This design comes from an exercise in tuning for small area, a short achievable clock period and few clock cycles per item on the open sky130 flow, not from production work.
Only simulation tests tie the RTL to the original design; equivalence was not proved.

## design.v

```verilog
module aes128_iter_encrypt #(
  parameter int Nb = 128,
  parameter int UNROLL = 1
) (
  input  logic          clk,
  input  logic          reset,
  input  logic          in_valid,
  output logic          in_ready,
  input  logic [Nb-1:0] plain_text,
  input  logic [Nb-1:0] round_key,
  output logic          out_valid,
  input  logic          out_ready,
  output logic [Nb-1:0] cipher_text,
  output logic          busy
);
  localparam int NR = 10;
  localparam logic [1:0] IDLE = 2'd0, RUN = 2'd1, DONE = 2'd2;
  localparam logic [2047:0] SBOX = {
    128'h637c777bf26b6fc53001672bfed7ab76, 128'hca82c97dfa5947f0add4a2af9ca472c0,
    128'hb7fd9326363ff7cc34a5e5f171d83115, 128'h04c723c31896059a071280e2eb27b275,
    128'h09832c1a1b6e5aa0523bd6b329e32f84, 128'h53d100ed20fcb15b6acbbe394a4c58cf,
    128'hd0efaafb434d338545f9027f503c9fa8, 128'h51a3408f929d38f5bcb6da2110fff3d2,
    128'hcd0c13ec5f974417c4a77e3d645d1973, 128'h60814fdc222a908846eeb814de5e0bdb,
    128'he0323a0a4906245cc2d3ac629195e479, 128'he7c8376d8dd54ea96c56f4ea657aae08,
    128'hba78252e1ca6b4c6e8dd741f4bbd8b8a, 128'h703eb5664803f60e613557b986c11d9e,
    128'he1f8981169d98e949b1e87e9ce5528df, 128'h8ca1890dbfe6426841992d0fb054bb16};
  if (Nb != 128 || !(UNROLL == 1 || UNROLL == 2 || UNROLL == 5 || UNROLL == 10)) begin : g_bad_param
    $error("aes128_iter_encrypt: Nb must be 128 and UNROLL one of 1, 2, 5, 10");
  end
  function automatic logic [7:0] sb(input logic [7:0] x);
    sb = SBOX[2047-8*{24'd0, x} -: 8];
  endfunction
  function automatic logic [7:0] xt(input logic [7:0] b);
    xt = {b[6:0], 1'b0} ^ (b[7] ? 8'h1b : 8'h00);
  endfunction
  function automatic logic [7:0] rcon(input logic [3:0] r);
    rcon = r == 4'd9 ? 8'h1b : r == 4'd10 ? 8'h36 : 8'h01 << (r - 4'd1);
  endfunction
  function automatic logic [31:0] mix_col(input logic [31:0] c);
    logic [7:0] a0, a1, a2, a3;
    {a0, a1, a2, a3} = c;
    mix_col = {xt(a0) ^ xt(a1) ^ a1 ^ a2 ^ a3, a0 ^ xt(a1) ^ xt(a2) ^ a2 ^ a3,
            a0 ^ a1 ^ xt(a2) ^ xt(a3) ^ a3, xt(a0) ^ a0 ^ a1 ^ a2 ^ xt(a3)};
  endfunction
  function automatic logic [127:0] enc_round(input logic [127:0] s, input logic [127:0] k, input logic last);
    logic [127:0] t;
    for (int i = 0; i < 16; i++) t[127-8*i -: 8] = sb(s[127-8*((i+4*(i%4))%16) -: 8]);
    for (int c = 0; c < 4; c++) if (!last) t[127-32*c -: 32] = mix_col(t[127-32*c -: 32]);
    enc_round = t ^ k;
  endfunction
  function automatic logic [127:0] next_key(input logic [127:0] k, input logic [3:0] r);
    logic [31:0] w0, w1, w2, w3, t;
    {w0, w1, w2, w3} = k;
    t = {sb(w3[23:16]), sb(w3[15:8]), sb(w3[7:0]), sb(w3[31:24])} ^ {rcon(r), 24'h0};
    w0 = w0 ^ t;
    w1 = w1 ^ w0;
    w2 = w2 ^ w1;
    w3 = w3 ^ w2;
    next_key = {w0, w1, w2, w3};
  endfunction
  logic [1:0] fsm_q, fsm_d;
  logic [127:0] st_q, st_d, key_q, key_d, ct_q, ct_d, s_run, k_run;
  logic [3:0] rnd_q, rnd_d;
  logic ov_q, ov_d, fin, accept;
  assign in_ready = fsm_q == IDLE || (fsm_q == DONE && out_ready);
  assign accept = in_valid && in_ready;
  assign fin = rnd_q + 4'(UNROLL - 1) == 4'(NR);
  assign out_valid = ov_q;
  assign cipher_text = ct_q;
  assign busy = fsm_q == RUN;
  always_comb begin
    s_run = st_q;
    k_run = key_q;
    for (int i = 0; i < UNROLL; i++) begin
      k_run = next_key(k_run, rnd_q + 4'(i));
      s_run = enc_round(s_run, k_run, rnd_q + 4'(i) == 4'(NR));
    end
  end
  always_comb begin
    fsm_d = fsm_q;
    st_d = st_q;
    key_d = key_q;
    rnd_d = rnd_q;
    ct_d = ct_q;
    ov_d = ov_q;
    if (fsm_q == RUN) begin
      st_d = s_run;
      key_d = k_run;
      rnd_d = rnd_q + 4'(UNROLL);
      if (fin) begin
        ct_d = s_run;
        ov_d = 1'b1;
        fsm_d = DONE;
      end
    end else if (fsm_q == DONE && out_ready) begin
      ov_d = 1'b0;
      fsm_d = IDLE;
    end
    if (accept) begin
      st_d = plain_text ^ round_key;
      key_d = round_key;
      rnd_d = 4'd1;
      fsm_d = RUN;
    end
  end
  always_ff @(posedge clk or negedge reset) begin
    if (!reset) begin
      fsm_q <= IDLE;
      st_q <= '0;
      key_q <= '0;
      ct_q <= '0;
      rnd_q <= '0;
      ov_q <= 1'b0;
    end else begin
      fsm_q <= fsm_d;
      st_q <= st_d;
      key_q <= key_d;
      ct_q <= ct_d;
      rnd_q <= rnd_d;
      ov_q <= ov_d;
    end
  end
endmodule
```

## run.sh

```bash
#!/bin/bash
# synth_recipe.tcl (not shown) runs the flow's synth.tcl, then flattens the netlist and writes it again
# the make line also repeats each setting of config.mk as NAME=value (left out here)
make -C /OpenROAD-flow-scripts/flow DESIGN_CONFIG=/design/flow/config.mk WORK_HOME=/design/flow/orfs CLKGATE_MAP_FILE= SYNTH_SCRIPT=/design/flow/synth_recipe.tcl finish
```

## config.mk

```make
export PLATFORM = sky130hd
export DESIGN_NAME = aes128_iter_encrypt
export DESIGN_NICKNAME = aes128_iter_encrypt
export VERILOG_FILES = /design/flow/design.v
export SDC_FILE = /design/flow/constraint.sdc
export NUM_CORES = 4
export LEC_CHECK = 0
export CAP_MARGIN = 20
export CORE_MARGIN = 2
export CORE_UTILIZATION = 18
export PLACE_DENSITY = 0.35
export SLEW_MARGIN = 20
```

## constraint.sdc

```tcl
create_clock -name core_clock -period 9.0 [get_ports {clk}]
set_input_delay 1.8000 -clock core_clock [delete_from_list [all_inputs] [get_ports {clk}]]
set_output_delay 1.8000 -clock core_clock [all_outputs]
set_load 0.01 [all_outputs]
```

==> notes.md <==
## metal layers
| layer | wire, µm | global-route usage, % | vias up |
|---|---|---|---|
| li1 | - | - | 65990 |
| met1 | 372000 | 35.1 | 77635 |
| met2 | 379000 | 39.4 | 10460 |
| met3 | 88600 | 5.54 | 1834 |
| met4 | 61000 | 14.2 | 22 |
| met5 | 157 | 0 | - |
## layout by cell type (no fill, tap or decap), types with 146 or more instances in the layout
cell type,Yosys,routed
inv_1,211,211
o31ai_1,178,170
dfrtp_1,391,349
or3_1,148,148
xor2_1,331,313
o311ai_0,208,208
clkdlybuf4s50_1,0,388
o2111ai_1,147,146
a221oi_1,185,185
ha_1,321,301
nor2b_1,243,242
o22ai_1,208,208
a21oi_1,1508,1507
nand3_1,495,495
nor2_1,1398,1364
a22oi_1,156,156
a311oi_1,179,178
nand2_1,1776,1765
nor3_1,624,620
xnor2_1,653,600
buf_4,24,864
a211oi_1,418,416
o211ai_1,455,455
o21ai_0,1840,1838
o221ai_1,169,169
a221o_1,163,163
nand2b_1,271,270
a31oi_1,427,427
## cell type report
cell class | instances | area (µm²) | area share, %
antenna | 27 | 67.6 | 0.0515
clock buffer | 94 | 2020 | 1.54
clock inverter | 32 | 375 | 0.286
inverter | 261 | 987 | 0.752
multi-input combinational | 14990 | 96800 | 73.7
sequential | 391 | 9840 | 7.49
tap | 8407 | 10500 | 8.01
timing repair buffer | 1270 | 10700 | 8.14
## worst paths after layout
kind	start	endpoint	slack, ns	depth (start not counted)
min reg2reg	ct_q[113]	ct_q[113]	0.48	2
min in group asynchronous	reset	key_q[8]	0.81	1
min	ct_q[113]	ct_q[113]	0.48	2
max	st_q[40]	st_q[96]	1.27	17
max reg2reg	st_q[40]	st_q[96]	1.27	17
max in group asynchronous	reset	ct_q[83]	6.21	3
## cells by family after synthesis
family,Yosys count
compound gates,7533
flops,391
simple gates,5898
xor+xnor,1044
buf+inv,2350
fa+ha+maj,322
mux,193
## registers in the layout (all words and copies together) (netlist names)
name,count
rnd_q,4
fsm_q,2
key_q,128
ct_q,128
st_q,128
ov_q,1
## metrics by stage
stage / cell area (µm²) / std cells
global placement: 129000 / 25316
global route: 131000 / 25450
floorplan: 115000 / 17731
finish: 131000 / 25472
detailed placement: 129000 / 25319
CTS: 131000 / 25445
## worst register-to-register path, cell delays in order (launching register included)
cell and delay [ns]:
dfrtp_2 0.61, inv_1 0.70, ha_1 0.49, buf_4 0.31, nor3b_1 0.70, xnor2_2 0.45, buf_4 0.45, nor2_1 0.76
a22oi_1 0.17, a21oi_1 0.32, o32ai_1 0.17, a211oi_2 0.57, xor2_1 0.60, xnor2_1 0.21, xnor2_1 0.15, mux2i_1 0.12
xnor2_1 0.61, o21ai_0 0.15
==> notes.md <==
HP Class=reg -> reg; DP Wirelength=roughly 670 mm; Synth top cells by count=o21ai_0, nand2_1, a21oi_1, clkbuf_1, nor2_1; most area-hungry cell type in the Yosys netlist=dfrtp_1; mux contribution to synthesized area=under 10%; DRC viols=0; antenna violations before repair=between 50 and 60; Max-Cap Viols=0; ys async rst share=100%; hold bufs inserted after CTS=0; crit share post-route=a little under nine tenths; Final Core Density=between 20% and 30%; CTS Root Buffer Type=clkbuf_16; Tmin final=about 7.7 ns; adder-cell share of the synthesized area=~3.5%; Seq cells post-synth=roughly 390; number of routed nets with antenna violations=0; largest net degree at the start of global routing=roughly 100; Fin Clk Skew=~0.068 ns; final hold slack=between 0.4 and 0.5 ns; relative slew slack=approximately a tenth; Die Wd=about 800 µm; DRT Wirelength=901 mm; Iter 0 DRT Violations=24748; Synth Net Count=~18000; postcts setup bufs=0; layout cells sized above 1=under 10%; crit path kind=reg -> reg; CP Data Arrival Time=8.42 ns; ranking of synthesized cells by area=dfrtp_1, o21ai_0, a21oi_1; clock latency on the worst-skew pair=slightly above 0.9 ns; Post-Syn Instances=roughly 18000; clock-pin transition on the worst setup and hold timing paths=~0.060 ns; gr ovfl total=0; first-pass GRT wire length=roughly 1200 mm; clock buffer depth=4; vias per cell=6.12; crit-path leading delay family=XOR/XNOR gates; crit-path max cell delay=0.74 ns; most common cell in the netlist=o21ai_0; Main synth FF type=dfrtp_1; synthesized area per cell=~6.5 µm²; Synth Area in XOR/XNOR=approximately 8.5%; Final Max Tran Viols=0; Net count, final=roughly 18000; sequential-to-total area share from yosys stat=under 10%; htree depth=3; Syn. warnings=1; die area=about 0.64 mm²; CORE AREA=0.636 mm²; I/O pin cnt=391; GP Congestion=~1; vias in the first global route=143391; Port Buffers=390; Avg WL per Cell=about 35 µm; Post-Synth Simple-Gate Area=between 20% and 30%; final worst setup slack=1.27 ns; area grow syn2layout=14.5%; DP Worst Slack=approximately 1.5 ns; status=timing/DRC/antenna clean; main combinational cell family by area after synthesis=compound AO/OA/AOI/OAI gates; CTS Buf Count=72; Synth top area share=8.54%; crit-path cells=inv_1 -> ha_1 -> buf_4 -> nor3b_1 -> xnor2_2 -> buf_4 -> nor2_1 -> a22oi_1 -> a21oi_1 -> o32ai_1 -> a211oi_2 -> xor2_1 -> xnor2_1 -> xnor2_1 -> mux2i_1 -> xnor2_1 -> o21ai_0; die height=about 800 µm; Setup TNS=0 ns; cts repair resizes=0; fmax=around 130 MHz; Worst Tran Pin Value=approximately 1.3 ns; number of flops mapped to enable cells by yosys=0; count of cell types in the netlist=between 100 and 150; num rows=slightly below 300; clock sink total=between 300 and 400; Critical Path RT=approximately 9.7 ns; CTS tree=built; Hold Fails Final Rpt=0; DRT Pass-1 Iters=10; Most Frequent Cell on Critical Path=xnor2_1; Compound-Gate Fraction of Synth Area=around 44%; Mapped Area=approximately 0.11 mm²; element type at the critical path end=register; GRT Overall Usage=a little over a quarter; FILL cells=between 70000 and 80000; # setup viols final=0; RSZ-0062 raised after global routing=false; CP Launch Type=register; CP max-delay cell=nor2_1; worst path buffer plus inverter count=3; Starting Density=~18%; crit-path max FO=45; routed vias=155941
Testbench counts, summed over its fixed seeds: cycles 8,808, items 800.

-- static timing again, ports no longer ideal --
Ports are ideal in the flow. The routed layout listed here was re-timed in OpenROAD. Step 1, drivers: a clkbuf_16 drives clk and a buf_2 each remaining input, both assumed. Step 2 also shifts input and output timing later by t, the mid clock arrival at the registers, as if the neighbouring blocks saw the same clock. Three values: ideal ports, drivers, drivers and shift; two values: the first two.
t (ns): 0.971
setup slack, ns: 1.275 / 1.275 / 1.275
hold slack, ns: 0.477 / 0.477 / 0.477
After both steps this run still meets setup and hold. The setup slack of this run moves by 0.000 ns with the drivers and by 0.000 ns with both steps.
